What follows belongs to an exercise in optimizing a design on an open flow for small area; a production flow would make more cautious choices. The RTL was checked by simulation tests, not by an equivalence proof against the original design. No activity file was given, so power comes from the tool's default toggle rates.

==> design/flow/design.v <==
package speech_pkg;
   localparam int NSTAGES    = 4;
   localparam int SAMPLE_DIV = 20;    
   localparam int SAMPLE_W   = 14;
   localparam int COEF_W     = 10;
   localparam int COEF_FRAC  = 9;
   localparam int OUT_W      = 10;    
   localparam int DATA_W     = 10;
   localparam int ADDR_W     = 3;
   localparam int LFSR_W     = 13;
   localparam int PROD_W = SAMPLE_W + COEF_W;
   localparam int SUM_W  = PROD_W + 1;
   typedef logic [ADDR_W-1:0] addr_t;
   typedef logic [DATA_W-1:0] data_t;
   localparam addr_t REG_ENERGY = 3'd0;
   localparam addr_t REG_PITCH  = 3'd1;
   localparam addr_t REG_K0     = 3'd2;    
   localparam addr_t REG_CMD    = 3'd6;
   localparam addr_t REG_STATUS = 3'd7;
   localparam logic [LFSR_W-1:0] LFSR_SEED = '1;
   typedef logic signed [SAMPLE_W-1:0] sample_t;
   typedef logic signed [COEF_W-1:0]   coef_t;
   typedef logic [7:0]                 energy_t;
   typedef logic [7:0]                 pitch_t;    
   typedef logic signed [OUT_W-1:0]    out_t;
   typedef struct packed {
      energy_t                  energy;
      pitch_t                   pitch;
      coef_t [NSTAGES-1:0]      k;
   } frame_t;
endpackage
`timescale 1ns/10ps
module host_regs (
   input  logic                clk,
   input  logic                reset,
   input  logic                ws,
   input  logic                rs,
   input  speech_pkg::addr_t   addr,
   input  speech_pkg::data_t   dd,
   input  logic                tick,
   output speech_pkg::data_t   dq,
   output logic                rdy,
   output speech_pkg::frame_t  shadow,
   output logic                talking,
   output logic                restart,
   output logic                load
);
   speech_pkg::data_t  rd_data;
   speech_pkg::frame_t shadow_n;     
   logic               req_pend;     
   logic               req_start;
   assign restart = tick & req_pend;
   assign shadow  = ~shadow_n;
   assign load    = restart & req_start;
   always_comb begin
      case (addr)
         3'd0:    rd_data = speech_pkg::data_t'(shadow.energy);
         3'd1:    rd_data = speech_pkg::data_t'(shadow.pitch);
         3'd2:    rd_data = shadow.k[0];
         3'd3:    rd_data = shadow.k[1];
         3'd4:    rd_data = shadow.k[2];
         3'd5:    rd_data = shadow.k[3];
         3'd6:    rd_data = '0;
         default: rd_data = speech_pkg::data_t'(talking);
      endcase
   end
   always_ff @(posedge clk) begin
      if (reset) begin
         shadow_n  <= '1;
         rdy       <= 1'b0;
         talking   <= 1'b0;
         req_pend  <= 1'b0;
         req_start <= 1'b0;
      end else begin
         rdy <= ws | rs;
         if (ws) begin
            case (addr)
               3'd0: shadow_n.energy <= ~dd[7:0];
               3'd1: shadow_n.pitch  <= ~dd[7:0];
               3'd2: shadow_n.k[0]   <= ~dd;
               3'd3: shadow_n.k[1]   <= ~dd;
               3'd4: shadow_n.k[2]   <= ~dd;
               3'd5: shadow_n.k[3]   <= ~dd;
               default: ;
            endcase
         end
         if (restart) begin
            talking  <= req_start;
            req_pend <= 1'b0;
         end
         if (ws && addr == speech_pkg::REG_CMD) begin    
            req_pend  <= 1'b1;
            req_start <= dd[0];
         end
      end
   end
   always_ff @(posedge clk)
      dq <= rd_data;
endmodule
`timescale 1ns/10ps
module excitation_gen (
   input  logic                clk,
   input  logic                reset,
   input  speech_pkg::energy_t energy,
   input  speech_pkg::pitch_t  pitch,
   input  logic                talking,
   input  logic                restart,
   output logic [2:0]          m5,         
   output logic [1:0]          m4,         
   output logic                tick,
   output speech_pkg::sample_t nexc        
);
   speech_pkg::pitch_t             pulse_cnt;
   logic [speech_pkg::LFSR_W-1:0]  lfsr;
   logic [speech_pkg::LFSR_W-1:0]  lfsr_n;     
   logic                           pos, neg;
   assign tick = (m5 == 3'd4) & (m4 == 2'd3);
   assign lfsr = ~lfsr_n;
   assign pos = talking & ((pitch == '0) ? lfsr[0] : (pulse_cnt == '0));
   assign neg = talking & (pitch == '0) & ~lfsr[0];
   always_comb begin
      if (pos)
         nexc = {2'b11, ~energy, 4'b1111};
      else if (neg)
         nexc = {10'({2'b00, energy} - 10'd1), 4'b1111};
      else
         nexc = '1;
   end
   always_ff @(posedge clk) begin
      if (reset) begin
         m5        <= '0;
         m4        <= '0;
         pulse_cnt <= '0;
         lfsr_n    <= ~speech_pkg::LFSR_SEED;
      end else begin
         m5 <= (m5 == 3'd4) ? 3'd0 : m5 + 3'd1;
         m4 <= m4 + 2'd1;
         if (tick) begin
            if (talking)
               lfsr_n <= ~{lfsr[0], lfsr[12:4], lfsr[3] ^ lfsr[12],
                          lfsr[2] ^ lfsr[12], lfsr[1] ^ lfsr[0]};
            if (restart)
               pulse_cnt <= '0;
            else if (talking && pitch != '0)
               pulse_cnt <= (pulse_cnt == '0) ? pitch - 1'b1 : pulse_cnt - 1'b1;
         end
      end
   end
endmodule
`timescale 1ns/10ps
module lattice_stage (
   input  logic                 clk,
   input  logic                 reset,
   input  logic                 f_step,
   input  logic                 b_step,
   input  logic                 first,
   input  logic                 last,
   input  logic                 restart,
   input  logic                 load,
   input  speech_pkg::coef_t [3:0] k_new,
   input  speech_pkg::sample_t  nexc,
   output speech_pkg::sample_t  g_out
);
   speech_pkg::coef_t   [3:0] kr;     
   speech_pkg::sample_t [3:0] br;     
   speech_pkg::sample_t       g;
   logic                      zb;     
   speech_pkg::sample_t       a, x, res;
   logic signed [15:0]        s;
   always_comb begin
      if (b_step) begin
         a = (zb | last) ? '0 : br[1];
         x = g;                       
      end else begin
         a = first ? nexc : g;
         x = zb ? '0 : br[0];
      end
      if (s[15:13] == {3{s[15]}})
         res = s[13:0];
      else
         res = {s[15], {13{~s[15]}}};
   end
   lattice_mac u_mac (
      .inv (b_step),
      .k   (kr[0]),
      .x   (x),
      .a   (a),
      .y   (s)
   );
   always_ff @(posedge clk) begin
      kr <= load ? k_new : {kr[0], kr[3:1]};
      br <= {b_step ? res : br[0], br[3:1]};
      if (f_step)
         g <= res;
      if (reset)
         zb <= 1'b1;
      else if (last)
         zb <= restart;
   end
   assign g_out = g;
endmodule
module lattice_mac (
   input  logic inv,
   input  logic [9:0] k,
   input  logic [13:0] x,
   input  logic [13:0] a,
   output logic [15:0] y
);
   wire bo0 = k[0] ^ 1'b0;
   wire bt0 = (k[1] & ~k[0] & ~1'b0) | (~k[1] & k[0] & 1'b0);
   wire bn0 = k[1];
   wire bs0 = k[1] ^ (inv & (bo0 | bt0));
   wire pp0_0 = (bo0 & (x[0] ^ inv)) ^ bn0;
   wire pp0_1 = ((bo0 & x[1]) | (bt0 & x[0])) ^ bs0;
   wire pp0_2 = ((bo0 & x[2]) | (bt0 & x[1])) ^ bs0;
   wire pp0_3 = ((bo0 & x[3]) | (bt0 & x[2])) ^ bs0;
   wire pp0_4 = ((bo0 & x[4]) | (bt0 & x[3])) ^ bs0;
   wire pp0_5 = ((bo0 & x[5]) | (bt0 & x[4])) ^ bs0;
   wire pp0_6 = ((bo0 & x[6]) | (bt0 & x[5])) ^ bs0;
   wire pp0_7 = ((bo0 & x[7]) | (bt0 & x[6])) ^ bs0;
   wire pp0_8 = ((bo0 & x[8]) | (bt0 & x[7])) ^ bs0;
   wire pp0_9 = ((bo0 & x[9]) | (bt0 & x[8])) ^ bs0;
   wire pp0_10 = ((bo0 & x[10]) | (bt0 & x[9])) ^ bs0;
   wire pp0_11 = ((bo0 & x[11]) | (bt0 & x[10])) ^ bs0;
   wire pp0_12 = ((bo0 & x[12]) | (bt0 & x[11])) ^ bs0;
   wire pp0_13 = ((bo0 & x[13]) | (bt0 & x[12])) ^ bs0;
   wire pp0_14 = ~(((bo0 & x[13]) | (bt0 & x[13])) ^ bs0);
   wire bo1 = k[2] ^ k[1];
   wire bt1 = (k[3] & ~k[2] & ~k[1]) | (~k[3] & k[2] & k[1]);
   wire bn1 = k[3];
   wire bs1 = k[3] ^ (inv & (bo1 | bt1));
   wire pp1_0 = (bo1 & (x[0] ^ inv)) ^ bn1;
   wire pp1_1 = ((bo1 & x[1]) | (bt1 & x[0])) ^ bs1;
   wire pp1_2 = ((bo1 & x[2]) | (bt1 & x[1])) ^ bs1;
   wire pp1_3 = ((bo1 & x[3]) | (bt1 & x[2])) ^ bs1;
   wire pp1_4 = ((bo1 & x[4]) | (bt1 & x[3])) ^ bs1;
   wire pp1_5 = ((bo1 & x[5]) | (bt1 & x[4])) ^ bs1;
   wire pp1_6 = ((bo1 & x[6]) | (bt1 & x[5])) ^ bs1;
   wire pp1_7 = ((bo1 & x[7]) | (bt1 & x[6])) ^ bs1;
   wire pp1_8 = ((bo1 & x[8]) | (bt1 & x[7])) ^ bs1;
   wire pp1_9 = ((bo1 & x[9]) | (bt1 & x[8])) ^ bs1;
   wire pp1_10 = ((bo1 & x[10]) | (bt1 & x[9])) ^ bs1;
   wire pp1_11 = ((bo1 & x[11]) | (bt1 & x[10])) ^ bs1;
   wire pp1_12 = ((bo1 & x[12]) | (bt1 & x[11])) ^ bs1;
   wire pp1_13 = ((bo1 & x[13]) | (bt1 & x[12])) ^ bs1;
   wire pp1_14 = ~(((bo1 & x[13]) | (bt1 & x[13])) ^ bs1);
   wire bo2 = k[4] ^ k[3];
   wire bt2 = (k[5] & ~k[4] & ~k[3]) | (~k[5] & k[4] & k[3]);
   wire bn2 = k[5];
   wire bs2 = k[5] ^ (inv & (bo2 | bt2));
   wire pp2_0 = (bo2 & (x[0] ^ inv)) ^ bn2;
   wire pp2_1 = ((bo2 & x[1]) | (bt2 & x[0])) ^ bs2;
   wire pp2_2 = ((bo2 & x[2]) | (bt2 & x[1])) ^ bs2;
   wire pp2_3 = ((bo2 & x[3]) | (bt2 & x[2])) ^ bs2;
   wire pp2_4 = ((bo2 & x[4]) | (bt2 & x[3])) ^ bs2;
   wire pp2_5 = ((bo2 & x[5]) | (bt2 & x[4])) ^ bs2;
   wire pp2_6 = ((bo2 & x[6]) | (bt2 & x[5])) ^ bs2;
   wire pp2_7 = ((bo2 & x[7]) | (bt2 & x[6])) ^ bs2;
   wire pp2_8 = ((bo2 & x[8]) | (bt2 & x[7])) ^ bs2;
   wire pp2_9 = ((bo2 & x[9]) | (bt2 & x[8])) ^ bs2;
   wire pp2_10 = ((bo2 & x[10]) | (bt2 & x[9])) ^ bs2;
   wire pp2_11 = ((bo2 & x[11]) | (bt2 & x[10])) ^ bs2;
   wire pp2_12 = ((bo2 & x[12]) | (bt2 & x[11])) ^ bs2;
   wire pp2_13 = ((bo2 & x[13]) | (bt2 & x[12])) ^ bs2;
   wire pp2_14 = ~(((bo2 & x[13]) | (bt2 & x[13])) ^ bs2);
   wire bo3 = k[6] ^ k[5];
   wire bt3 = (k[7] & ~k[6] & ~k[5]) | (~k[7] & k[6] & k[5]);
   wire bn3 = k[7];
   wire bs3 = k[7] ^ (inv & (bo3 | bt3));
   wire pp3_0 = (bo3 & (x[0] ^ inv)) ^ bn3;
   wire pp3_1 = ((bo3 & x[1]) | (bt3 & x[0])) ^ bs3;
   wire pp3_2 = ((bo3 & x[2]) | (bt3 & x[1])) ^ bs3;
   wire pp3_3 = ((bo3 & x[3]) | (bt3 & x[2])) ^ bs3;
   wire pp3_4 = ((bo3 & x[4]) | (bt3 & x[3])) ^ bs3;
   wire pp3_5 = ((bo3 & x[5]) | (bt3 & x[4])) ^ bs3;
   wire pp3_6 = ((bo3 & x[6]) | (bt3 & x[5])) ^ bs3;
   wire pp3_7 = ((bo3 & x[7]) | (bt3 & x[6])) ^ bs3;
   wire pp3_8 = ((bo3 & x[8]) | (bt3 & x[7])) ^ bs3;
   wire pp3_9 = ((bo3 & x[9]) | (bt3 & x[8])) ^ bs3;
   wire pp3_10 = ((bo3 & x[10]) | (bt3 & x[9])) ^ bs3;
   wire pp3_11 = ((bo3 & x[11]) | (bt3 & x[10])) ^ bs3;
   wire pp3_12 = ((bo3 & x[12]) | (bt3 & x[11])) ^ bs3;
   wire pp3_13 = ((bo3 & x[13]) | (bt3 & x[12])) ^ bs3;
   wire pp3_14 = ~(((bo3 & x[13]) | (bt3 & x[13])) ^ bs3);
   wire bo4 = k[8] ^ k[7];
   wire bt4 = (k[9] & ~k[8] & ~k[7]) | (~k[9] & k[8] & k[7]);
   wire bn4 = k[9];
   wire bs4 = k[9] ^ (inv & (bo4 | bt4));
   wire pp4_0 = (bo4 & (x[0] ^ inv)) ^ bn4;
   wire pp4_1 = ((bo4 & x[1]) | (bt4 & x[0])) ^ bs4;
   wire pp4_2 = ((bo4 & x[2]) | (bt4 & x[1])) ^ bs4;
   wire pp4_3 = ((bo4 & x[3]) | (bt4 & x[2])) ^ bs4;
   wire pp4_4 = ((bo4 & x[4]) | (bt4 & x[3])) ^ bs4;
   wire pp4_5 = ((bo4 & x[5]) | (bt4 & x[4])) ^ bs4;
   wire pp4_6 = ((bo4 & x[6]) | (bt4 & x[5])) ^ bs4;
   wire pp4_7 = ((bo4 & x[7]) | (bt4 & x[6])) ^ bs4;
   wire pp4_8 = ((bo4 & x[8]) | (bt4 & x[7])) ^ bs4;
   wire pp4_9 = ((bo4 & x[9]) | (bt4 & x[8])) ^ bs4;
   wire pp4_10 = ((bo4 & x[10]) | (bt4 & x[9])) ^ bs4;
   wire pp4_11 = ((bo4 & x[11]) | (bt4 & x[10])) ^ bs4;
   wire pp4_12 = ((bo4 & x[12]) | (bt4 & x[11])) ^ bs4;
   wire pp4_13 = ((bo4 & x[13]) | (bt4 & x[12])) ^ bs4;
   wire pp4_14 = ~(((bo4 & x[13]) | (bt4 & x[13])) ^ bs4);
   wire an = ~a[13];
   wire s1 = pp0_14 ^ pp1_12;
   wire c2 = pp0_14 & pp1_12;
   wire s3 = pp1_13 ^ pp2_11;
   wire c4 = pp1_13 & pp2_11;
   wire s5 = pp0_6 ^ pp1_4;
   wire c6 = pp0_6 & pp1_4;
   wire s7 = pp0_7 ^ pp1_5;
   wire c8 = pp0_7 & pp1_5;
   wire s9 = pp0_8 ^ pp1_6 ^ pp2_4;
   wire c10 = (pp0_8 & pp1_6) | (pp0_8 & pp2_4) | (pp1_6 & pp2_4);
   wire s11 = pp3_2 ^ pp4_0;
   wire c12 = pp3_2 & pp4_0;
   wire s13 = pp0_9 ^ pp1_7 ^ pp2_5;
   wire c14 = (pp0_9 & pp1_7) | (pp0_9 & pp2_5) | (pp1_7 & pp2_5);
   wire s15 = pp3_3 ^ pp4_1 ^ a[0];
   wire c16 = (pp3_3 & pp4_1) | (pp3_3 & a[0]) | (pp4_1 & a[0]);
   wire s17 = pp0_10 ^ pp1_8 ^ pp2_6;
   wire c18 = (pp0_10 & pp1_8) | (pp0_10 & pp2_6) | (pp1_8 & pp2_6);
   wire s19 = pp3_4 ^ pp4_2 ^ a[1];
   wire c20 = (pp3_4 & pp4_2) | (pp3_4 & a[1]) | (pp4_2 & a[1]);
   wire s21 = pp0_11 ^ pp1_9 ^ pp2_7;
   wire c22 = (pp0_11 & pp1_9) | (pp0_11 & pp2_7) | (pp1_9 & pp2_7);
   wire s23 = pp3_5 ^ pp4_3 ^ a[2];
   wire c24 = (pp3_5 & pp4_3) | (pp3_5 & a[2]) | (pp4_3 & a[2]);
   wire s25 = pp0_12 ^ pp1_10 ^ pp2_8;
   wire c26 = (pp0_12 & pp1_10) | (pp0_12 & pp2_8) | (pp1_10 & pp2_8);
   wire s27 = pp3_6 ^ pp4_4 ^ a[3];
   wire c28 = (pp3_6 & pp4_4) | (pp3_6 & a[3]) | (pp4_4 & a[3]);
   wire s29 = pp0_13 ^ pp1_11 ^ pp2_9;
   wire c30 = (pp0_13 & pp1_11) | (pp0_13 & pp2_9) | (pp1_11 & pp2_9);
   wire s31 = pp3_7 ^ pp4_5 ^ a[4];
   wire c32 = (pp3_7 & pp4_5) | (pp3_7 & a[4]) | (pp4_5 & a[4]);
   wire s33 = pp2_10 ^ pp3_8 ^ pp4_6;
   wire c34 = (pp2_10 & pp3_8) | (pp2_10 & pp4_6) | (pp3_8 & pp4_6);
   wire s35 = a[5] ^ 1'b1 ^ s1;
   wire c36 = (a[5] & 1'b1) | (a[5] & s1) | (1'b1 & s1);
   wire s37 = pp3_9 ^ pp4_7 ^ a[6];
   wire c38 = (pp3_9 & pp4_7) | (pp3_9 & a[6]) | (pp4_7 & a[6]);
   wire s39 = 1'b1 ^ c2 ^ s3;
   wire c40 = (1'b1 & c2) | (1'b1 & s3) | (c2 & s3);
   wire s41 = pp1_14 ^ pp2_12 ^ pp3_10;
   wire c42 = (pp1_14 & pp2_12) | (pp1_14 & pp3_10) | (pp2_12 & pp3_10);
   wire s43 = pp4_8 ^ a[7] ^ c4;
   wire c44 = (pp4_8 & a[7]) | (pp4_8 & c4) | (a[7] & c4);
   wire s45 = pp2_13 ^ pp3_11 ^ pp4_9;
   wire c46 = (pp2_13 & pp3_11) | (pp2_13 & pp4_9) | (pp3_11 & pp4_9);
   wire s47 = a[8] ^ 1'b1;
   wire c48 = a[8] & 1'b1;
   wire s49 = pp2_14 ^ pp3_12 ^ pp4_10;
   wire c50 = (pp2_14 & pp3_12) | (pp2_14 & pp4_10) | (pp3_12 & pp4_10);
   wire s51 = pp3_13 ^ pp4_11;
   wire c52 = pp3_13 & pp4_11;
   wire s53 = pp0_4 ^ pp1_2;
   wire c54 = pp0_4 & pp1_2;
   wire s55 = pp0_5 ^ pp1_3;
   wire c56 = pp0_5 & pp1_3;
   wire s57 = pp2_2 ^ pp3_0 ^ bn3;
   wire c58 = (pp2_2 & pp3_0) | (pp2_2 & bn3) | (pp3_0 & bn3);
   wire s59 = pp2_3 ^ pp3_1 ^ c6;
   wire c60 = (pp2_3 & pp3_1) | (pp2_3 & c6) | (pp3_1 & c6);
   wire s61 = bn4 ^ c8 ^ s9;
   wire c62 = (bn4 & c8) | (bn4 & s9) | (c8 & s9);
   wire s63 = c10 ^ c12 ^ s13;
   wire c64 = (c10 & c12) | (c10 & s13) | (c12 & s13);
   wire s65 = c14 ^ c16 ^ s17;
   wire c66 = (c14 & c16) | (c14 & s17) | (c16 & s17);
   wire s67 = c18 ^ c20 ^ s21;
   wire c68 = (c18 & c20) | (c18 & s21) | (c20 & s21);
   wire s69 = c22 ^ c24 ^ s25;
   wire c70 = (c22 & c24) | (c22 & s25) | (c24 & s25);
   wire s71 = c26 ^ c28 ^ s29;
   wire c72 = (c26 & c28) | (c26 & s29) | (c28 & s29);
   wire s73 = c30 ^ c32 ^ s33;
   wire c74 = (c30 & c32) | (c30 & s33) | (c32 & s33);
   wire s75 = c34 ^ c36 ^ s37;
   wire c76 = (c34 & c36) | (c34 & s37) | (c36 & s37);
   wire s77 = c38 ^ c40 ^ s41;
   wire c78 = (c38 & c40) | (c38 & s41) | (c40 & s41);
   wire s79 = c42 ^ c44 ^ s45;
   wire c80 = (c42 & c44) | (c42 & s45) | (c44 & s45);
   wire s81 = a[9] ^ c46 ^ c48;
   wire c82 = (a[9] & c46) | (a[9] & c48) | (c46 & c48);
   wire s83 = a[10] ^ 1'b1 ^ c50;
   wire c84 = (a[10] & 1'b1) | (a[10] & c50) | (1'b1 & c50);
   wire s85 = pp3_14 ^ pp4_12 ^ a[11];
   wire c86 = (pp3_14 & pp4_12) | (pp3_14 & a[11]) | (pp4_12 & a[11]);
   wire s87 = pp4_13 ^ a[12];
   wire c88 = pp4_13 & a[12];
   wire s89 = pp4_14 ^ an;
   wire c90 = pp4_14 & an;
   wire s91 = pp0_2 ^ pp1_0;
   wire c92 = pp0_2 & pp1_0;
   wire s93 = pp0_3 ^ pp1_1;
   wire c94 = pp0_3 & pp1_1;
   wire s95 = pp2_0 ^ bn2 ^ s53;
   wire c96 = (pp2_0 & bn2) | (pp2_0 & s53) | (bn2 & s53);
   wire s97 = pp2_1 ^ c54 ^ s55;
   wire c98 = (pp2_1 & c54) | (pp2_1 & s55) | (c54 & s55);
   wire s99 = s5 ^ c56 ^ s57;
   wire c100 = (s5 & c56) | (s5 & s57) | (c56 & s57);
   wire s101 = s7 ^ c58 ^ s59;
   wire c102 = (s7 & c58) | (s7 & s59) | (c58 & s59);
   wire s103 = s11 ^ c60 ^ s61;
   wire c104 = (s11 & c60) | (s11 & s61) | (c60 & s61);
   wire s105 = s15 ^ c62 ^ s63;
   wire c106 = (s15 & c62) | (s15 & s63) | (c62 & s63);
   wire s107 = s19 ^ c64 ^ s65;
   wire c108 = (s19 & c64) | (s19 & s65) | (c64 & s65);
   wire s109 = s23 ^ c66 ^ s67;
   wire c110 = (s23 & c66) | (s23 & s67) | (c66 & s67);
   wire s111 = s27 ^ c68 ^ s69;
   wire c112 = (s27 & c68) | (s27 & s69) | (c68 & s69);
   wire s113 = s31 ^ c70 ^ s71;
   wire c114 = (s31 & c70) | (s31 & s71) | (c70 & s71);
   wire s115 = s35 ^ c72 ^ s73;
   wire c116 = (s35 & c72) | (s35 & s73) | (c72 & s73);
   wire s117 = s39 ^ c74 ^ s75;
   wire c118 = (s39 & c74) | (s39 & s75) | (c74 & s75);
   wire s119 = s43 ^ c76 ^ s77;
   wire c120 = (s43 & c76) | (s43 & s77) | (c76 & s77);
   wire s121 = s47 ^ c78 ^ s79;
   wire c122 = (s47 & c78) | (s47 & s79) | (c78 & s79);
   wire s123 = s49 ^ c80 ^ s81;
   wire c124 = (s49 & c80) | (s49 & s81) | (c80 & s81);
   wire s125 = s51 ^ c82 ^ s83;
   wire c126 = (s51 & c82) | (s51 & s83) | (c82 & s83);
   wire s127 = c52 ^ c84 ^ s85;
   wire c128 = (c52 & c84) | (c52 & s85) | (c84 & s85);
   wire s129 = 1'b1 ^ c86 ^ s87;
   wire c130 = (1'b1 & c86) | (1'b1 & s87) | (c86 & s87);
   wire s131 = 1'b1 ^ c88 ^ s89;
   wire c132 = (1'b1 & c88) | (1'b1 & s89) | (c88 & s89);
   wire s133 = pp0_0 ^ bn0;
   wire c134 = pp0_0 & bn0;
   wire s135 = pp0_1 ^ c134;
   wire c136 = pp0_1 & c134;
   wire s137 = bn1 ^ s91 ^ c136;
   wire c138 = (bn1 & s91) | (bn1 & c136) | (s91 & c136);
   wire s139 = c92 ^ s93 ^ c138;
   wire c140 = (c92 & s93) | (c92 & c138) | (s93 & c138);
   wire s141 = c94 ^ s95 ^ c140;
   wire c142 = (c94 & s95) | (c94 & c140) | (s95 & c140);
   wire s143 = c96 ^ s97 ^ c142;
   wire c144 = (c96 & s97) | (c96 & c142) | (s97 & c142);
   wire s145 = c98 ^ s99 ^ c144;
   wire c146 = (c98 & s99) | (c98 & c144) | (s99 & c144);
   wire s147 = c100 ^ s101 ^ c146;
   wire c148 = (c100 & s101) | (c100 & c146) | (s101 & c146);
   wire s149 = c102 ^ s103 ^ c148;
   wire c150 = (c102 & s103) | (c102 & c148) | (s103 & c148);
   wire s151 = c104 ^ s105 ^ c150;
   wire c152 = (c104 & s105) | (c104 & c150) | (s105 & c150);
   wire s153 = c106 ^ s107 ^ c152;
   wire c154 = (c106 & s107) | (c106 & c152) | (s107 & c152);
   wire s155 = c108 ^ s109 ^ c154;
   wire c156 = (c108 & s109) | (c108 & c154) | (s109 & c154);
   wire s157 = c110 ^ s111 ^ c156;
   wire c158 = (c110 & s111) | (c110 & c156) | (s111 & c156);
   wire s159 = c112 ^ s113 ^ c158;
   wire c160 = (c112 & s113) | (c112 & c158) | (s113 & c158);
   wire s161 = c114 ^ s115 ^ c160;
   wire c162 = (c114 & s115) | (c114 & c160) | (s115 & c160);
   wire s163 = c116 ^ s117 ^ c162;
   wire c164 = (c116 & s117) | (c116 & c162) | (s117 & c162);
   wire s165 = c118 ^ s119 ^ c164;
   wire c166 = (c118 & s119) | (c118 & c164) | (s119 & c164);
   wire s167 = c120 ^ s121 ^ c166;
   wire c168 = (c120 & s121) | (c120 & c166) | (s121 & c166);
   wire s169 = c122 ^ s123 ^ c168;
   wire c170 = (c122 & s123) | (c122 & c168) | (s123 & c168);
   wire s171 = c124 ^ s125 ^ c170;
   wire c172 = (c124 & s125) | (c124 & c170) | (s125 & c170);
   wire s173 = c126 ^ s127 ^ c172;
   wire c174 = (c126 & s127) | (c126 & c172) | (s127 & c172);
   wire s175 = c128 ^ s129 ^ c174;
   wire c176 = (c128 & s129) | (c128 & c174) | (s129 & c174);
   wire s177 = c130 ^ s131 ^ c176;
   wire c178 = (c130 & s131) | (c130 & c176) | (s131 & c176);
   wire s179 = c90 ^ c132 ^ c178;
   wire c180 = (c90 & c132) | (c90 & c178) | (c132 & c178);
   wire s181 = 1'b1 ^ c180;
   wire c182 = 1'b1 & c180;
   assign y = {s181, s179, s177, s175, s173, s171, s169, s167, s165, s163, s161, s159, s157, s155, s153, s151};
endmodule
`timescale 1ns/10ps
module sample_out (
   input  logic                clk,
   input  logic                reset,
   input  logic                talking,
   input  logic                tick,
   output logic                sample_valid
);
   always_ff @(posedge clk) begin
      if (reset)
         sample_valid <= 1'b0;
      else
         sample_valid <= tick & talking;
   end
endmodule
`timescale 1ns/10ps
module speech_synth (
   input  logic               clk,
   input  logic               reset,
   input  logic               ws,
   input  logic               rs,
   input  speech_pkg::addr_t  addr,
   input  speech_pkg::data_t  dd,
   output speech_pkg::data_t  dq,
   output logic               rdy,
   output speech_pkg::out_t   dac_out,
   output logic               sample_valid
);
   speech_pkg::frame_t  shadow;
   speech_pkg::energy_t energy;    
   speech_pkg::energy_t energy_n;  
   speech_pkg::pitch_t  pitch;
   logic                talking;
   logic                restart;
   logic                load;
   logic                tick;
   logic [2:0]          m5;
   logic [1:0]          m4;
   speech_pkg::sample_t nexc;
   speech_pkg::sample_t g3;
   host_regs u_host_regs (
      .clk     (clk),
      .reset   (reset),
      .ws      (ws),
      .rs      (rs),
      .addr    (addr),
      .dd      (dd),
      .tick    (tick),
      .dq      (dq),
      .rdy     (rdy),
      .shadow  (shadow),
      .talking (talking),
      .restart (restart),
      .load    (load)
   );
   always_ff @(posedge clk)
      if (load) begin
         energy_n <= ~shadow.energy;
         pitch  <= shadow.pitch;
      end
   assign energy = ~energy_n;
   excitation_gen u_excitation_gen (
      .clk     (clk),
      .reset   (reset),
      .energy  (energy),
      .pitch   (pitch),
      .talking (talking),
      .restart (restart),
      .m5      (m5),
      .m4      (m4),
      .tick    (tick),
      .nexc    (nexc)
   );
   lattice_stage u_lattice (
      .clk     (clk),
      .reset   (reset),
      .f_step  (m5 == 3'd0),
      .b_step  (m5 == 3'd4),
      .first   ((m5 == 3'd0) & (m4 == 2'd0)),
      .last    (tick),
      .restart (restart),
      .load    (load),
      .k_new   (shadow.k),
      .nexc    (nexc),
      .g_out   (g3)
   );
   assign dac_out = ~g3[13:4];
   sample_out u_sample_out (
      .clk          (clk),
      .reset        (reset),
      .talking      (talking),
      .tick         (tick),
      .sample_valid (sample_valid)
   );
endmodule
==> design/flow/flow/run.sh <==
#!/bin/bash
# Own layout flow: the standard ORFS flow (standard.sh) with these changes:
#  - the port buffers are sky130_fd_sc_hd__buf_1;
#  - clock tree synthesis inserts no dummy loads, and uses clkbuf_8 for the root and
#    inner tree buffers and clkbuf_16 at the leaves.
# Every other script, setting and step is the standard one. Each step's output goes to
# its own log in this folder; ORFS's own per-stage logs are under orfs/logs/.
set -euo pipefail
W=$PWD
rm -rf "$W/scripts_area"
cp -r "$FLOW_HOME/scripts" "$W/scripts_area"
cp "$W/flow/abc_area.script" "$W/scripts_area/abc_area.script"
CTS="-sink_clustering_enable -repair_clock_nets -sink_clustering_size 30 -sink_clustering_max_diameter 150"
CTS="$CTS -buf_list sky130_fd_sc_hd__clkbuf_16 -root_buf sky130_fd_sc_hd__clkbuf_8 -tree_buf sky130_fd_sc_hd__clkbuf_8 -dont_use_dummy_load"
V=("SCRIPTS_DIR=$W/scripts_area" "BUFFER_PORTS_ARGS=-buffer_cell sky130_fd_sc_hd__buf_1" "CTS_ARGS=$CTS")
for step in synth floorplan place cts route finish; do
  bash standard.sh "${V[@]}" "$step" > "$W/flow_$step.log" 2>&1
done
test -f "$W/out/final.def"
==> design/flow/flow/abc_area.script <==
strash
dch
amap -m
topo
stime -c
==> design/flow/standard.sh <==
#!/bin/bash
# synth_recipe.tcl (not shown) runs the flow's synth.tcl, then flattens the netlist and writes it again
# the make line also repeats each setting of config.mk as NAME=value (left out here)
make -C /OpenROAD-flow-scripts/flow DESIGN_CONFIG=/design/flow/config.mk WORK_HOME=/design/flow/orfs CLKGATE_MAP_FILE= SYNTH_SCRIPT=/design/flow/synth_recipe.tcl "${@:-finish}"
==> design/flow/config.mk <==
export PLATFORM = sky130hd
export DESIGN_NAME = speech_synth
export DESIGN_NICKNAME = speech_synth
export VERILOG_FILES = /design/flow/design.v
export SDC_FILE = /design/flow/constraint.sdc
export NUM_CORES = 4
export LEC_CHECK = 0
export ABC_AREA = 1
export CAP_MARGIN = 20
export CORE_MARGIN = 2
export CORE_UTILIZATION = 55
export GPL_TIMING_DRIVEN = 0
export SLEW_MARGIN = 20
==> design/flow/constraint.sdc <==
create_clock -name core_clock -period 32.0 [get_ports {clk}]
set_input_delay 6.4000 -clock core_clock [delete_from_list [all_inputs] [get_ports {clk}]]
set_output_delay 6.4000 -clock core_clock [all_outputs]
set_load 0.01 [all_outputs]
==> results.txt, run 1 <==
status finished clean; drt drc 0; Metal-1 WL 11.75 mm; PD cells 63.13 nW/µm²; postcts setup bufs 0; FFs w/ async S/R, synth 0%; CP Launch Type flip-flop; synthesized instance count 1165; post-synth top area share 36.71%; CP Max Fanout 46; fin. max-slew vios 0; max layer used met4; Via-to-Cell Ratio 5.912; post-place setup slack approximately 19000 ps; RSZ-0062 raised after global routing no; Synth Area in Simple Gates 9.768%; number of cell rows 50; area grow syn2layout 7.793%; crit share post-route around two fifths; CTS Sinks 224; largest area contributor in the netlist dfxtp_1; # IOs 39; register area share after synthesis 45.22%; Final min period 13380 ps; Overall Global Routing Usage 26.10%; critical path's largest stage delay 930 ps; Synth cell types 40; Least-Margin Pin Slew around 1100 ps; synthesized area per cell between 9 and 10 µm²; clock buffer depth 3; share of cells above drive strength 1 2.539%; root buffer cell clkbuf_8; max-cap violations 0; pin count of the biggest net entering global routing 47; Compound-Gate Fraction of Synth Area 25.92%; Chip Height 142.7 µm; Iter 0 DRT Violations 626; endpoints failing hold 0; vias in the first global route roughly 8000; CTS tree done; CTS Buf Count 11; final antenna diode count 0; Synth Register Bits 224; wire length on met2 12.18 mm; Buf/Inv on CP 5; DP HPWL 18.53 mm; Post-Syn Area 10580 µm²; Post-DRT Antenna Nets 0; final wirelength 25.78 mm; multiplexer share of the synthesized area 0%; Core ar. 18770 µm²; crit path kind flip-flop to flip-flop; Final TNS setup 0 ps; initial antenna violation count 0; Power Internal 478.9 µW; # setup viols final 0; largest family of logic cells by synthesized area compound AO/OA/AOI/OAI gates; Fmax 74.75 MHz; switch share between 30% and 40%; DR vias roughly 8600; most used cell, CP fa_1; Worst-path clk slew 110 ps; clock latency (worst-skew pair) 520 ps; worst path arrival time 13800 ps; Comb pwr share between 20 and 30%; GP Congestion 0.8382; WL/cell 17.72 µm; slowest CP cell o22ai_1; Worst Setup End Kind flip-flop; Power, Total 720.0 µW; leak pwr 3.989 nW; Flop pwr share approximately 52%; CP required 32420 ps; top_reg_cell synth dfxtp_1; Met3 Routed Length 1.216 mm; # port buffers 38; Yosys warning total 5; Post-synth EDFFs 30; grt ovf 0; Mapped Nets 1266; Clk pwr share 19.1%; die width 142.7 µm; Initial DRT Pass Iterations 5; adder-cell share of the synthesized area about 14%; xor/xnor cell area share of the yosys netlist 0%; crit-path leading delay family adder cells; first-pass GRT wire length 42.29 mm; Max VDD drop 0.04672 mV; top-count cell post-synth dfxtp_1; Worst Skew ~58 ps; post-CTS resize count 0; Final Worst Setup Slack 18620 ps; P_sw about 240 µW; max_slew headroom approximately 25%; htree depth 1; Die ar. 20360 µm²; Initial Utilization 56.37%; Hold Path Class flip-flop to flip-flop; hold buffers post-CTS 0; top cells by count, synth 194 x dfxtp_1, 175 x o21ai_0, 136 x clkinv_1; Final Net Count 1324; ranking of synthesized cells by area dfxtp_1 37%, fa_1 12%, edfxtp_1 8.5%, o21ai_0 8.3%, o22ai_1 6.0%
[kinds of logic (layout without fill, tap and decap cells)]
| family | count (synthesis) | count (layout) |
|---|---|---|
| and+or+nand+nor | 255 | 255 |
| adders and majority gates | 84 | 84 |
| DFF | 224 | 224 |
| AOI/OAI and AO/OA | 466 | 466 |
| buffers and inverters | 136 | 192 |
[power groups by stage]
stage | logic [mW] | registers, mW | clock network [mW]
3_3_place_gp | 0.197 | 0.380 | 0
2_1_floorplan | 0.144 | 0.372 | 0
4_1_cts | 0.208 | 0.375 | 0.142
3_5_place_dp | 0.207 | 0.381 | 0
5_1_grt | 0.238 | 0.379 | 0.150
6_report | 0.208 | 0.374 | 0.137
[per-layer routing]
metal,global-route usage [%],vias to the layer above
met5,0,-
met4,7.139,0
met3,4.125,39
met2,44.08,186
met1,35.09,4072
li1,-,4305
[worst paths after layout]
path                                     startpoint  slack [ps]  cells after the start                        to
hold / removal             u_lattice.br[48]$_DFF_P_         330                      0  u_lattice.br[34]$_DFF_P_
setup reg to reg  u_excitation_gen.m5[0]$_SDFF_PP0_       18620                     44  u_lattice.br[51]$_DFF_P_
hold reg to reg            u_lattice.br[48]$_DFF_P_         330                      0  u_lattice.br[34]$_DFF_P_
setup / recovery  u_excitation_gen.m5[0]$_SDFF_PP0_       18620                     44  u_lattice.br[51]$_DFF_P_
[flip-flops by register name, indices dropped and copies added (netlist names)]
register	flops
u_lattice.br	56
u_host_regs.dq	10
u_lattice.kr	40
u_host_regs.rdy	1
u_excitation_gen.m4	2
u_excitation_gen.lfsr_n	13
pitch	8
u_excitation_gen.pulse_cnt	8
u_host_regs.req_pend	1
u_lattice.g	14
u_sample_out.sample_valid	1
energy_n	8
u_lattice.zb	1
u_host_regs.shadow_n	56
u_host_regs.talking	1
u_excitation_gen.m5	3
u_host_regs.req_start	1
[placed cells by master (no fill, tap or decap), drive strengths merged, types with 3 or more instances in the layout]
cell type / instances
a211oi: 3
a21oi: 107
a221oi: 4
a22o: 13
a22oi: 10
a31oi: 3
a32oi: 12
buf: 45
clkbuf: 11
clkinv: 136
dfxtp: 194
edfxtp: 30
fa: 61
ha: 23
nand2: 99
nand3: 9
nor2: 117
nor2b: 4
nor3: 8
nor4: 4
o21ai: 175
o221ai: 18
o22a: 3
o22ai: 101
or2: 5
or3: 4
[through the flow]
step / util, % / instances / hold WS, ps / area, µm²
floorplan: - / 1165 / 309.6 / 10580
global placement: 58.69 / 1437 / 309.7 / 11020
detailed placement: 59.45 / 1444 / 313.8 / 11160
CTS: 60.73 / 1455 / 335.4 / 11400
global route: 60.77 / 1455 / 337.3 / 11400
finish: 60.77 / 1455 / 331.2 / 11400
[area by class of cell]
cell class | instances | area [µm²]
Inverter | 136 | 511.7
Clock buffer | 11 | 241.5
Tap cell | 234 | 292.8
Fill cell | 1758 | 7363
Timing Repair Buffer | 45 | 232.7
Multi-Input combinational cell | 805 | 5341
Sequential cell | 224 | 4785
==> run 2: changes to the inputs <==
==> design/flow/flow/run.sh (replaced) <==
#!/bin/bash
# Own layout flow: the standard ORFS flow (standard.sh) with these changes:
#  - the port buffers are sky130_fd_sc_hd__buf_1;
#  - clock tree synthesis inserts no dummy loads, and uses clkbuf_4 for the root and
#    inner tree buffers and clkbuf_16 at the leaves.
# Every other script, setting and step is the standard one. Each step's output goes to
# its own log in this folder; ORFS's own per-stage logs are under orfs/logs/.
set -euo pipefail
W=$PWD
rm -rf "$W/scripts_area"
cp -r "$FLOW_HOME/scripts" "$W/scripts_area"
cp "$W/flow/abc_area.script" "$W/scripts_area/abc_area.script"
CTS="-sink_clustering_enable -repair_clock_nets -sink_clustering_size 30 -sink_clustering_max_diameter 150"
CTS="$CTS -buf_list sky130_fd_sc_hd__clkbuf_16 -root_buf sky130_fd_sc_hd__clkbuf_4 -tree_buf sky130_fd_sc_hd__clkbuf_4 -dont_use_dummy_load"
V=("SCRIPTS_DIR=$W/scripts_area" "BUFFER_PORTS_ARGS=-buffer_cell sky130_fd_sc_hd__buf_1" "CTS_ARGS=$CTS")
for step in synth floorplan place cts route finish; do
  bash standard.sh "${V[@]}" "$step" > "$W/flow_$step.log" 2>&1
done
test -f "$W/out/final.def"
==> run 2 against run 1 <==
Utilization down 0.073 points. First-iteration DRC count down 1.6%. Still clean on timing, DRC and antenna. Worst setup slack better by 11 ps. Clock-buffer cell count unchanged. Die area unchanged. Sequential power about the same. Final area down 0.12%. Clock power down 4%. Critical path type unchanged. Flip-flop and latch count unchanged. Final cell count up 0.14%. Synthesized cell count unchanged. Via count down 0.17%.
==> results.txt, run 2 <==
# port buffers 38 (unchanged); htree depth 1 (unchanged); grt ovf 0 (unchanged); crit path capture u_lattice.br[52]$_DFF_P_ (was u_lattice.br[51]$_DFF_P_); Worst Setup End Kind flip-flop (unchanged); CTS Buf Count 11 (unchanged); crit share post-route 41.77% (was 41.81%); die width 142.7 µm (unchanged); status finished clean (unchanged); Post-Syn Area 10580 µm² (unchanged); Initial Utilization 56.37% (unchanged); R2R setup slack 18630 ps (was 18620 ps); final wirelength 25.73 mm (was 25.78 mm); R2R cell count 44 (unchanged); Final Worst Setup Slack 18630 ps (was 18620 ps); Synth Area in Simple Gates 9.768% (unchanged); largest family of logic cells by synthesized area compound AO/OA/AOI/OAI gates (unchanged); PD cells 62.70 nW/µm² (was 63.13 nW/µm²); Compound-Gate Fraction of Synth Area 25.92% (unchanged); Least-Margin Pin Slew 1110 ps (was 1131 ps); max-cap violations 0 (unchanged); ranking of synthesized cells by area dfxtp_1 37%, fa_1 12%, edfxtp_1 8.5%, o21ai_0 8.3%, o22ai_1 6.0% (unchanged); synthesized instance count 1165 (unchanged); Chip Height 142.7 µm (unchanged); most frequent cells in the layout 194 x dfxtp_1, 174 x o21ai_0, 135 x clkinv_1, 117 x nor2_1, 104 x a21oi_1 (unchanged); hold buffers post-CTS 0 (unchanged); Die ar. 20360 µm² (unchanged); area grow syn2layout 7.663% (was 7.793%); largest area contributor in the netlist dfxtp_1 (unchanged); CP Max Fanout 46 (unchanged); top cells by count, synth 194 x dfxtp_1, 175 x o21ai_0, 136 x clkinv_1 (unchanged); endpoints failing hold 0 (unchanged); Synth Register Bits 224 (unchanged); Core ar. 18770 µm² (unchanged); # IOs 39 (unchanged); Mapped Nets 1266 (unchanged); postcts setup bufs 0 (unchanged); Iter 0 DRT Violations 616 (was 626); # setup viols final 0 (unchanged); adder-cell share of the synthesized area 14.26% (unchanged); Final min period 13370 ps (was 13380 ps); GP Congestion 0.8382 (unchanged); first-pass GRT wire length 42.26 mm (was 42.29 mm); Synth cell types 40 (unchanged); FFs w/ async S/R, synth 0% (unchanged); CP required 32490 ps (was 32420 ps); CP Launch Type flip-flop (unchanged); Overall Global Routing Usage 26.05% (was 26.10%); Via-to-Cell Ratio 5.894 (was 5.912); clock buffer depth 3 (unchanged); RSZ-0062 raised after global routing no (unchanged); DR vias 8587 (was 8602); multiplexer share of the synthesized area 0% (unchanged); initial antenna violation count 1 (was 0); critical path's largest stage delay 920 ps (was 930 ps); FF-to-FF Start u_excitation_gen.m5[0]$_SDFF_PP0_ (unchanged); fin. max-slew vios 0 (unchanged); Final TNS setup 0 ps (unchanged); max_slew headroom 26.00% (was 24.61%); top_reg_cell synth dfxtp_1 (unchanged); CP Launch Point u_excitation_gen.m5[0]$_SDFF_PP0_ (unchanged); post-place setup slack 18690 ps (unchanged); WL/cell 17.66 µm (was 17.72 µm); number of cell rows 50 (unchanged); register area share after synthesis 45.22% (unchanged); fillcell total 1759 (was 1758); Worst-path clk slew 110 ps (about the same); most common cell after layout, fill and taps aside dfxtp_1 (unchanged); drt drc 0 (unchanged); vias in the first global route 8005 (unchanged); Hold Path Class flip-flop to flip-flop (unchanged); root buffer cell clkbuf_4 (was clkbuf_8); pin count of the biggest net entering global routing 47 (unchanged); CTS Sinks 224 (unchanged); Post-synth EDFFs 30 (unchanged); Final Net Count 1324 (unchanged); post-synth top area share 36.71% (unchanged); post-CTS resize count 0 (unchanged); most used cell, CP fa_1 (unchanged); CTS tree done (unchanged); share of cells above drive strength 1 2.539% (unchanged); Initial DRT Pass Iterations 5 (unchanged); synthesized area per cell 9.082 µm² (unchanged); Worst R2R End u_lattice.br[52]$_DFF_P_ (was u_lattice.br[51]$_DFF_P_); Post-DRT Antenna Nets 0 (unchanged); top-count cell post-synth dfxtp_1 (unchanged); leak pwr 3.981 nW (was 3.989 nW); largest registers u_host_regs.shadow_n: 56 flops, u_lattice.br: 56 flops, u_lattice.kr: 40 flops (unchanged); DP HPWL 18.53 mm (unchanged); slowest CP cell o22ai_1 (unchanged); Fmax 74.81 MHz (was 74.75 MHz); crit path kind flip-flop to flip-flop (unchanged); clock latency (worst-skew pair) 620 ps (was 520 ps); xor/xnor cell area share of the yosys netlist 0% (unchanged); Worst Skew 66.05 ps (was 57.65 ps); Max VDD drop 0.04651 mV (was 0.04672 mV); worst path arrival time 13860 ps (was 13800 ps); Yosys warning total 5 (unchanged)
[run 2: cell types whose count changed in the layout (fill, tap and decap cells not counted)]
cell	delta
diode_2	+2
clkbuf_8	-3
clkbuf_4	+3
[run 2: metrics by stage]
stage	power [mW]	instance area, µm²	utilization, %	cells	hold slack, ps
2_1_floorplan	0.5152	10580	-	1165	309.6
3_3_place_gp	0.5766	11020	58.69	1437	309.7
3_5_place_dp	0.5879	11160	59.45	1444	313.8
4_1_cts	0.7192	11380	60.63	1455	335.6
5_1_grt	0.7618	11390	60.69	1457	337.4
6_report	0.7142	11390	60.69	1457	333.1
[run 2: layout make-up]
type / instances / area, µm² / area share (%)
tap: 234 / 292.8 / 2.570
clock buffer: 11 / 222.7 / 1.955
sequential: 224 / 4785 / 42.00
antenna: 2 / 5.005 / 0.04394
timing repair buffer: 45 / 232.7 / 2.043
multi-input combinational: 805 / 5341 / 46.89
inverter: 136 / 511.7 / 4.493
[run 2: worst min path at each step]
stage / endpoint / cells after the start / slack [ps] / start
2_1_floorplan: u_lattice.br[14]$_DFF_P_ / 0 / 310 / u_lattice.br[28]$_DFF_P_
3_3_place_gp: u_lattice.br[26]$_DFF_P_ / 0 / 310 / u_lattice.br[40]$_DFF_P_
3_5_place_dp: u_lattice.br[36]$_DFF_P_ / 0 / 310 / u_lattice.br[50]$_DFF_P_
4_1_cts: u_lattice.br[34]$_DFF_P_ / 0 / 340 / u_lattice.br[48]$_DFF_P_
5_1_grt: u_lattice.br[34]$_DFF_P_ / 0 / 340 / u_lattice.br[48]$_DFF_P_
6_report: u_lattice.br[34]$_DFF_P_ / 0 / 330 / u_lattice.br[48]$_DFF_P_
[run 2: metal layers]
metal / wire [µm] / vias to the layer above / GRT usage (%)
met1: 11760 / 4053 / 35.09
met5: 0 / - / 0
met4: 621 / 0 / 6.826
met3: 1147 / 38 / 4.091
met2: 12200 / 184 / 44.08
li1: - / 4312 / -
[run 2: cell families after synthesis]
logic type	after synthesis
compound gates	466
simple gates	255
flops	224
buf+inv	136
fa+ha+maj	84
[run 2: power breakdown]
| group | internal (mW) | switching, mW |
|---|---|---|
| clock | 0.0493 | 0.0829 |
| combinational | 0.0738 | 0.134 |
| sequential | 0.351 | 0.0232 |
[run 2: worst max-delay path, delay by kind of cell, from the launching register on]
family	cells	cell delay [ps]
adders and majority gates	17	6330
AOI/OAI and AO/OA	16	3340
buffers and inverters	5	1580
and+or+nand+nor	6	1560
DFF	1	380

re-timing with driven ports:
In the flow no input, the clock included, has a driving cell. The finished layouts below were timed again as built, in two steps. Step 1 sets driving cells, clkbuf_16 on the clock port and buf_2 on the other inputs (assumed; they add their load-dependent delay and slew). Step 2 also shifts input and output timing later by t, the mid clock arrival at the registers, as if the neighbouring blocks saw the same clock. a / b / c = no drivers / after step 1 / after step 2; a / b = the first two.
run | t, ns | setup slack, ns | worst setup path after step 2 | worst data-port slew with drivers (ns) | cell pins on the clock port's net
run 1 | 0.538 | 18.622 / 18.622 / 18.622 | register to register | 0.03 | 1
run 2 | 0.633 | 18.633 / 18.633 / 18.633 | register to register | 0.03 | 1
After both steps setup and hold are still met in every run listed.
